Source: an optimization exercise on an open RTL-to-GDS flow (aim: small area and a short achievable clock period). Production flows keep margins and buffers that such runs may drop. Only simulation tests tie the RTL to the original design; equivalence was not proved. Power and IR drop assume default switching activity.

run 1:
// csr_unit
module csr_unit (
  input  logic        clk_i,
  input  logic        rst_ni,
  input  logic        req_valid_i,
  output logic        req_ready_o,
  input  logic [1:0]  req_op_i,
  input  logic [11:0] req_addr_i,
  input  logic [31:0] req_wdata_i,
  output logic        rsp_valid_o,
  input  logic        rsp_ready_i,
  output logic [31:0] rsp_rdata_o,
  output logic        rsp_illegal_o,
  input  logic        trap_valid_i,
  input  logic [31:0] trap_cause_i,
  input  logic [31:0] trap_epc_i,
  input  logic [31:0] trap_tval_i,
  input  logic        mret_valid_i,
  input  logic        retire_i,
  output logic [31:0] mtvec_o,
  output logic [31:0] mepc_o,
  output logic        mstatus_mie_o
);
  localparam int N_SEL      = 12;
  localparam int S_ILL      = 0;    
  localparam int S_MSTATUS  = 1;
  localparam int S_MISA     = 2;
  localparam int S_MIE      = 3;
  localparam int S_MTVEC    = 4;
  localparam int S_MCNTINH  = 5;
  localparam int S_MSCRATCH = 6;
  localparam int S_MEPC     = 7;
  localparam int S_MCAUSE   = 8;
  localparam int S_MTVAL    = 9;
  localparam int S_MCYCLE   = 10;
  localparam int S_MINSTRET = 11;
  ...
For scale: ~2000 cells after synthesis, ~340 flip-flops, roughly 250 I/O pins, about 17000 um2 of cells after synthesis.
==> flow/config.mk <==
export PLATFORM = sky130hd
export DESIGN_NAME = csr_unit
export DESIGN_NICKNAME = csr_unit
export VERILOG_FILES = /design/flow/design.v
export SDC_FILE = /design/flow/constraint.sdc
export NUM_CORES = 4
export LEC_CHECK = 0
export CAP_MARGIN = 20
export CORE_MARGIN = 2
export CORE_UTILIZATION = 40
export SETUP_SLACK_MARGIN = 1.6
export SLEW_MARGIN = 20
==> flow/constraint.sdc <==
create_clock -name core_clock -period 3.5 [get_ports {clk_i}]
set_input_delay 0.7000 -clock core_clock [delete_from_list [all_inputs] [get_ports {clk_i}]]
set_output_delay 0.7000 -clock core_clock [all_outputs]
set_load 0.01 [all_outputs]
standard.sh (not shown) runs the stock make flow with config.mk's settings and CLKGATE_MAP_FILE= SYNTH_SCRIPT=/design/flow/synth_recipe.tcl, a recipe that flattens the netlist after the stock synthesis.
==> flow/flow/run.sh <==
#!/bin/bash
cp standard.sh std_copy.log
export BUFFER_PORTS_ARGS="-buffer_cell sky130_fd_sc_hd__buf_1"
bash standard.sh > standard_flow.log 2>&1
Run 1 | status: complete | timing, DRC, antenna: pass
Inputs modified between run 1 and run 2:
# run 1
export LEC_CHECK = 0
export CAP_MARGIN = 20
export CORE_MARGIN = 2
export CORE_UTILIZATION = 40
export SETUP_SLACK_MARGIN = 1.6
export SLEW_MARGIN = 20
create_clock -name core_clock -period 3.5 [get_ports {clk_i}]
# run 2
export LEC_CHECK = 0
export CAP_MARGIN = 20
export CORE_MARGIN = 2
export CORE_UTILIZATION = 40
export SETUP_SLACK_MARGIN = 1.6
export SLEW_MARGIN = 20
export TNS_END_PERCENT = 20
create_clock -name core_clock -period 3.5 [get_ports {clk_i}]
--- a/flow/flow/run.sh
+++ b/flow/flow/run.sh
@@ -3,2 +3,3 @@
 export BUFFER_PORTS_ARGS="-buffer_cell sky130_fd_sc_hd__buf_1"
+export CTS_ARGS="-sink_clustering_enable -repair_clock_nets -buf_list {sky130_fd_sc_hd__clkbuf_8 sky130_fd_sc_hd__clkbuf_16} -root_buf sky130_fd_sc_hd__clkbuf_16 -sink_clustering_buffer sky130_fd_sc_hd__clkbuf_8 -dont_use_dummy_load"
 bash standard.sh > standard_flow.log 2>&1
==> comparison <==
Side by side, power density of the placed cells turned out lower in run 2 than in run 1. Re switching power share of the total: run 2 and run 1 aren't equal, and the higher value belongs to run 2. Going from run 1 to run 2, hold slack picked up an extra 54 ps, fmax lost 2.9%, worst stage delay on the critical path picked up an extra 170 ps, met1 demand-to-capacity share in global routing picked up an extra 1.1 points, global-route usage over all layers picked up an extra 0.88 points. Number of nets in the final layout is higher on run 2. Run 2 leaves less setup margin than run 1. Leakage dissipation (lower): run 2. Utilization in run 2 vs run 1: down 1.3 points.
[inputs] run 3 vs run 2
# run 2
export LEC_CHECK = 0
export CAP_MARGIN = 20
export CORE_MARGIN = 2
export CORE_UTILIZATION = 40
export SETUP_SLACK_MARGIN = 1.6
export SLEW_MARGIN = 20
export TNS_END_PERCENT = 20
create_clock -name core_clock -period 3.5 [get_ports {clk_i}]
# run 3
export LEC_CHECK = 0
export CAP_MARGIN = 20
export CORE_MARGIN = 2
export CORE_UTILIZATION = 40
export SETUP_SLACK_MARGIN = 1.4
export SLEW_MARGIN = 20
create_clock -name core_clock -period 3.5 [get_ports {clk_i}]
==> flow/flow/run.sh <==
#!/bin/bash
cp standard.sh std_copy.log
export BUFFER_PORTS_ARGS="-buffer_cell sky130_fd_sc_hd__buf_1"
bash standard.sh > standard_flow.log 2>&1
Run 3 | stages: all done | timing, DRC, antenna: all pass
The instance area at placement on run 2 is in line with that on run 3.
Comparing run 2 with run 3, the core utilization came out essentially unchanged.
Compared with run 2, run 3 shows a part of the power in combinational logic that is 2.5 points lower.
In run 3 relative to run 2, non-clock buffer count had gone down by a few percent.
Post-layout total power (run 3 over run 2): increase, 640 uW
Re number of cells upsized or downsized after cts: run 2 was higher than run 3.
Input changes introduced in run 4 (baseline for comparison: run 3):
# run 3
export LEC_CHECK = 0
export CAP_MARGIN = 20
export CORE_MARGIN = 2
export CORE_UTILIZATION = 40
export SETUP_SLACK_MARGIN = 1.4
export SLEW_MARGIN = 20
create_clock -name core_clock -period 3.5 [get_ports {clk_i}]
# run 4
export LEC_CHECK = 0
export CAP_MARGIN = 20
export CORE_MARGIN = 2
export CORE_UTILIZATION = 55
export SETUP_SLACK_MARGIN = 1.6
export SLEW_MARGIN = 20
create_clock -name core_clock -period 3.5 [get_ports {clk_i}]
--- a/flow/flow/run.sh
+++ b/flow/flow/run.sh
@@ -3,2 +3,3 @@
 export BUFFER_PORTS_ARGS="-buffer_cell sky130_fd_sc_hd__buf_1"
+export CTS_ARGS="-sink_clustering_enable -repair_clock_nets -buf_list {sky130_fd_sc_hd__clkbuf_8 sky130_fd_sc_hd__clkbuf_16} -root_buf sky130_fd_sc_hd__clkbuf_16 -sink_clustering_buffer sky130_fd_sc_hd__clkbuf_8 -dont_use_dummy_load"
 bash standard.sh > standard_flow.log 2>&1
--- outcome ---
- Die span in y (run 3 / run 4): 1.17
- Clock tree buffer count of the final layout ends up lower on run 4.
- Final cell count shrinks by a few percent when moving from run 3 to run 4.
- Of run 3 and run 4, the higher arrival time at the worst endpoint belongs to run 3.
- Combinational share of power, run 3 and run 4, lower one = run 3.
- Comparing run 3 and run 4, the higher minimum hold slack is on run 3.
> inputs changed (run 4 -> run 5)
# run 4
export LEC_CHECK = 0
export CAP_MARGIN = 20
export CORE_MARGIN = 2
export CORE_UTILIZATION = 55
export SETUP_SLACK_MARGIN = 1.6
export SLEW_MARGIN = 20
create_clock -name core_clock -period 3.5 [get_ports {clk_i}]
# run 5
export LEC_CHECK = 0
export CAP_MARGIN = 20
export CORE_MARGIN = 2
export CORE_UTILIZATION = 40
export SETUP_SLACK_MARGIN = 1.65
export SLEW_MARGIN = 20
create_clock -name core_clock -period 3.5 [get_ports {clk_i}]
==> comparison <==
- Run 5 ended with every stage complete and zero timing, DRC or antenna violations.
- Total power, run 5 vs run 4: up slightly
- NOTE: final cell area excluding filler cells in run 5 exceeds that of run 4
- Against run 4, first-pass GRT wire length in run 5 rose by a few percent.
diff inputs: run 5 => run 6
# run 5
export LEC_CHECK = 0
export CAP_MARGIN = 20
export CORE_MARGIN = 2
export CORE_UTILIZATION = 40
export SETUP_SLACK_MARGIN = 1.65
export SLEW_MARGIN = 20
create_clock -name core_clock -period 3.5 [get_ports {clk_i}]
# run 6
export LEC_CHECK = 0
export CAP_MARGIN = 20
export CORE_MARGIN = 2
export CORE_UTILIZATION = 40
export SETUP_SLACK_MARGIN = 1.75
export SLEW_MARGIN = 20
create_clock -name core_clock -period 3.5 [get_ports {clk_i}]
==> flow/flow/run.sh <==
#!/bin/bash
cp standard.sh std_copy.log
export BUFFER_PORTS_ARGS="-buffer_cell sky130_fd_sc_hd__buf_1"
bash standard.sh > standard_flow.log 2>&1
--- outcome ---
Global-route usage was lower in the run labelled run 5. Cell type taking the most area = sequential cells: run 5; cell type taking the most area = multi-input combinational cells: run 6. [compare] base=run 5 new=run 6: synthesis-to-finish area growth moved up, part of the cycle the worst path needs moved up, cell area moved up.

-- port drivers added, routing unchanged --
In the flow no input, the clock included, has a driving cell. The finished layouts below were timed again as built, in two steps. Step 1: set_driving_cell puts a clkbuf_16 on clk_i and a buf_2 on each other input, an assumption about the parent block. Step 2 also shifts input and output timing later by t, the mid clock arrival at the registers, as if the neighbouring blocks saw the same clock. Slacks: no drivers / after step 1 / after step 2; pairs: no drivers / after step 1.
run | shift t [ns] | setup WS [ns] | slew at the worst register clock pin (ns) | pins driven straight from the clock port
run 1 | 0.605 | 1.580 / 1.525 / 1.189 | 0.06 / 0.06 | 1
run 2 | 0.602 | 1.522 / 1.492 / 1.048 | 0.06 / 0.06 | 1
run 3 | 0.613 | 1.488 / 1.472 / 1.050 | 0.06 / 0.06 | 1
run 4 | 0.571 | 1.521 / 1.467 / 1.204 | 0.06 / 0.06 | 1
run 5 | 0.600 | 1.541 / 1.484 / 1.202 | 0.06 / 0.06 | 1
run 6 | 0.607 | 1.431 / 1.375 / 1.209 | 0.06 / 0.06 | 1
After both steps setup and hold are still met in every run listed. The setup slack of run 2, which loses most, moves by -0.030 ns with the drivers and by -0.474 ns with both steps.
